Context: an optimization exercise on an open-source flow, tuned for small area, a short achievable clock period and few clock cycles. The choices shown serve that exercise and are no tape-out recipe.
Only simulation tests tie the RTL to the original design; equivalence was not proved.
Power and IR drop assume default switching activity.

## job 5766
## ahb_master
module ahb_master
(
    input  logic   i_clk,
    input  logic   i_reset_n,
    input  logic   i_req_valid,
    input  logic   i_req_read,
    input  master_pkg::addr_t  i_req_addr,
    input  master_pkg::len_t   i_req_len,
    output logic   o_req_ready,
    input  logic   i_wdata_valid,
    input  master_pkg::data_t  i_wdata,
    output logic   o_wdata_ready,
    output logic   o_rdata_valid,
    output master_pkg::data_t  o_rdata,
    input  logic   i_rdata_ready,
    output logic   o_hsel,
    output master_pkg::addr_t  o_haddr,
    output ahb_pkg::trans_t o_htrans,
    output ahb_pkg::burst_t o_hburst,
    output logic   o_hwrite,
    output master_pkg::data_t  o_hwdata,
    input  master_pkg::data_t  i_hrdata,
    input  logic   i_hready
);
Size in the first run: ~330 cells after synthesis, ~110 flip-flops, ~3900 um^2 of cells after synthesis.
export LEC_CHECK = 0
export ABC_AREA = 1
export CAP_MARGIN = 20
export CORE_MARGIN = 2
export CORE_UTILIZATION = 40
export SETUP_SLACK_MARGIN = 2.2
export SLEW_MARGIN = 20
create_clock -name core_clock -period 4.5 [get_ports {i_clk}]
run.sh (not shown) runs the stock make flow with config.mk's settings and CLKGATE_MAP_FILE= SYNTH_SCRIPT=/design/flow/synth_recipe.tcl, a recipe that flattens the netlist after the stock synthesis.
Testbench counts of job 5766, summed over its fixed seeds: cycles 15,561.
## Diff of input files: job 1613 against job 5766
==> flow/flow/run.sh (new file) <==
#!/bin/bash
# Standard layout; ports buffered with the smallest buffer, sizing free to change footprints
bash standard.sh BUFFER_PORTS_ARGS="-buffer_cell sky130_fd_sc_hd__buf_1" MATCH_CELL_FOOTPRINT=0 finish > standard.log 2>&1
==> flow/standard.sh (new file) <==
#!/bin/bash
# synth_recipe.tcl (not shown) runs the flow's synth.tcl, then flattens the netlist and writes it again
# the make line also repeats each setting of config.mk as NAME=value (left out here)
make -C /OpenROAD-flow-scripts/flow DESIGN_CONFIG=/design/flow/config.mk WORK_HOME=/design/flow/orfs CLKGATE_MAP_FILE= SYNTH_SCRIPT=/design/flow/synth_recipe.tcl "${@:-finish}"
diff --git a/flow/config.mk b/flow/config.mk
--- a/flow/config.mk
+++ b/flow/config.mk
@@ -12 +12 @@
-export SETUP_SLACK_MARGIN = 2.2
+export SETUP_SLACK_MARGIN = 1.85
removed: flow/run.sh
Notes after the runs:
o_htrans[1] as the last element of the critical path was reported by job 1613, and o_req_ready by job 5766. The slowest cell on the critical path comes out sky130_fd_sc_hd__and2_4 in one run and sky130_fd_sc_hd__buf_12 in the other, namely in job 1613 and job 5766 respectively. Against job 5766, via count in job 1613 fell by more than 10%. Taking job 5766 as the reference, in job 1613 fraction of power consumed by combinational cells went down, layout clock buffer count +2, worst setup slack saw little to no change, maximum frequency did not really move.
For job 3675, these inputs were changed with respect to job 1613:
diff --git a/flow/config.mk b/flow/config.mk
--- a/flow/config.mk
+++ b/flow/config.mk
@@ -12 +12,2 @@
-export SETUP_SLACK_MARGIN = 1.85
+export PLACE_DENSITY = 0.8
+export SETUP_SLACK_MARGIN = 1.8
==> comparison <==
- Re pin count of the biggest net entering global routing: no difference whatsoever between job 3675 and job 1613.
- Of job 3675 and job 1613, it is job 3675 that has the lower share of layout cells above drive strength 1.
- Summary: net load switching power, job 3675 better than job 1613
- Against job 1613, job 3675 comes in 1 lower on number of non-clock buffers.
- Job 1613 → job 3675: global-route wire length before repair shrank by 380 um; final clock period utilization by the worst path grew by 0.80 points; clock tree buffer count of the final layout shrank by 2.
- Result: PASS for each of job 1613 and job 3675
- Job 1613 ended up with sky130_fd_sc_hd__and2_4 as its critical path's slowest cell; job 3675 ended up with sky130_fd_sc_hd__o21ai_0.
- Setup WNS job 1613 -> job 3675: worse
Setup changes, job 3675 to job 9857
diff --git a/flow/config.mk b/flow/config.mk
--- a/flow/config.mk
+++ b/flow/config.mk
@@ -11,2 +11 @@
-export CORE_UTILIZATION = 40
-export PLACE_DENSITY = 0.8
+export CORE_UTILIZATION = 65
## What came out
[compare] base=job 3675 new=job 9857: final critical delay including setup and external delays climbed 0.059 ns; share of the final layout cell area in sequential cells climbed 1.9 points; share of the clock period used by the worst path climbed 1.3 points. Looking at longest individual stage delay on the worst path, job 9857 sits above job 3675. Job 9857 gives less total cell area at the placement stage than job 3675 did.

afterwards: timing with drivers on the ports:
In the flow no input, the clock included, has a driving cell. The finished layouts below were timed again as built, in two steps.
Step 1 assumes that a clkbuf_16 drives the clock port and a buf_2 every other input.
Step 2 also shifts input and output timing later by t, the mid clock arrival at the registers, as if the neighbouring blocks saw the same clock.
Slacks: ideal / step 1 / step 2; pairs: ideal / step 1.
run | t, ns | slack for setup (ns) | hold WS [ns] | latest minus earliest clock arrival (ns) | worst slew at a driven data input, ns
job 5766 | 0.380 | 1.930 / 1.861 / 1.611 | 0.451 / 0.451 / 0.451 | 0.016 / 0.015 | 0.09
job 1613 | 0.386 | 1.932 / 1.880 / 1.677 | 0.435 / 0.428 / 0.457 | 0.016 / 0.016 | 0.07
job 3675 | 0.390 | 1.896 / 1.856 / 1.681 | 0.426 / 0.418 / 0.461 | 0.012 / 0.011 | 0.06
job 9857 | 0.392 | 1.837 / 1.806 / 1.663 | 0.399 / 0.405 / 0.459 | 0.009 / 0.009 | 0.05
After both steps every run listed still meets setup and hold. The setup slack of job 5766, which loses most, moves by -0.069 ns with the drivers and by -0.319 ns with both steps.
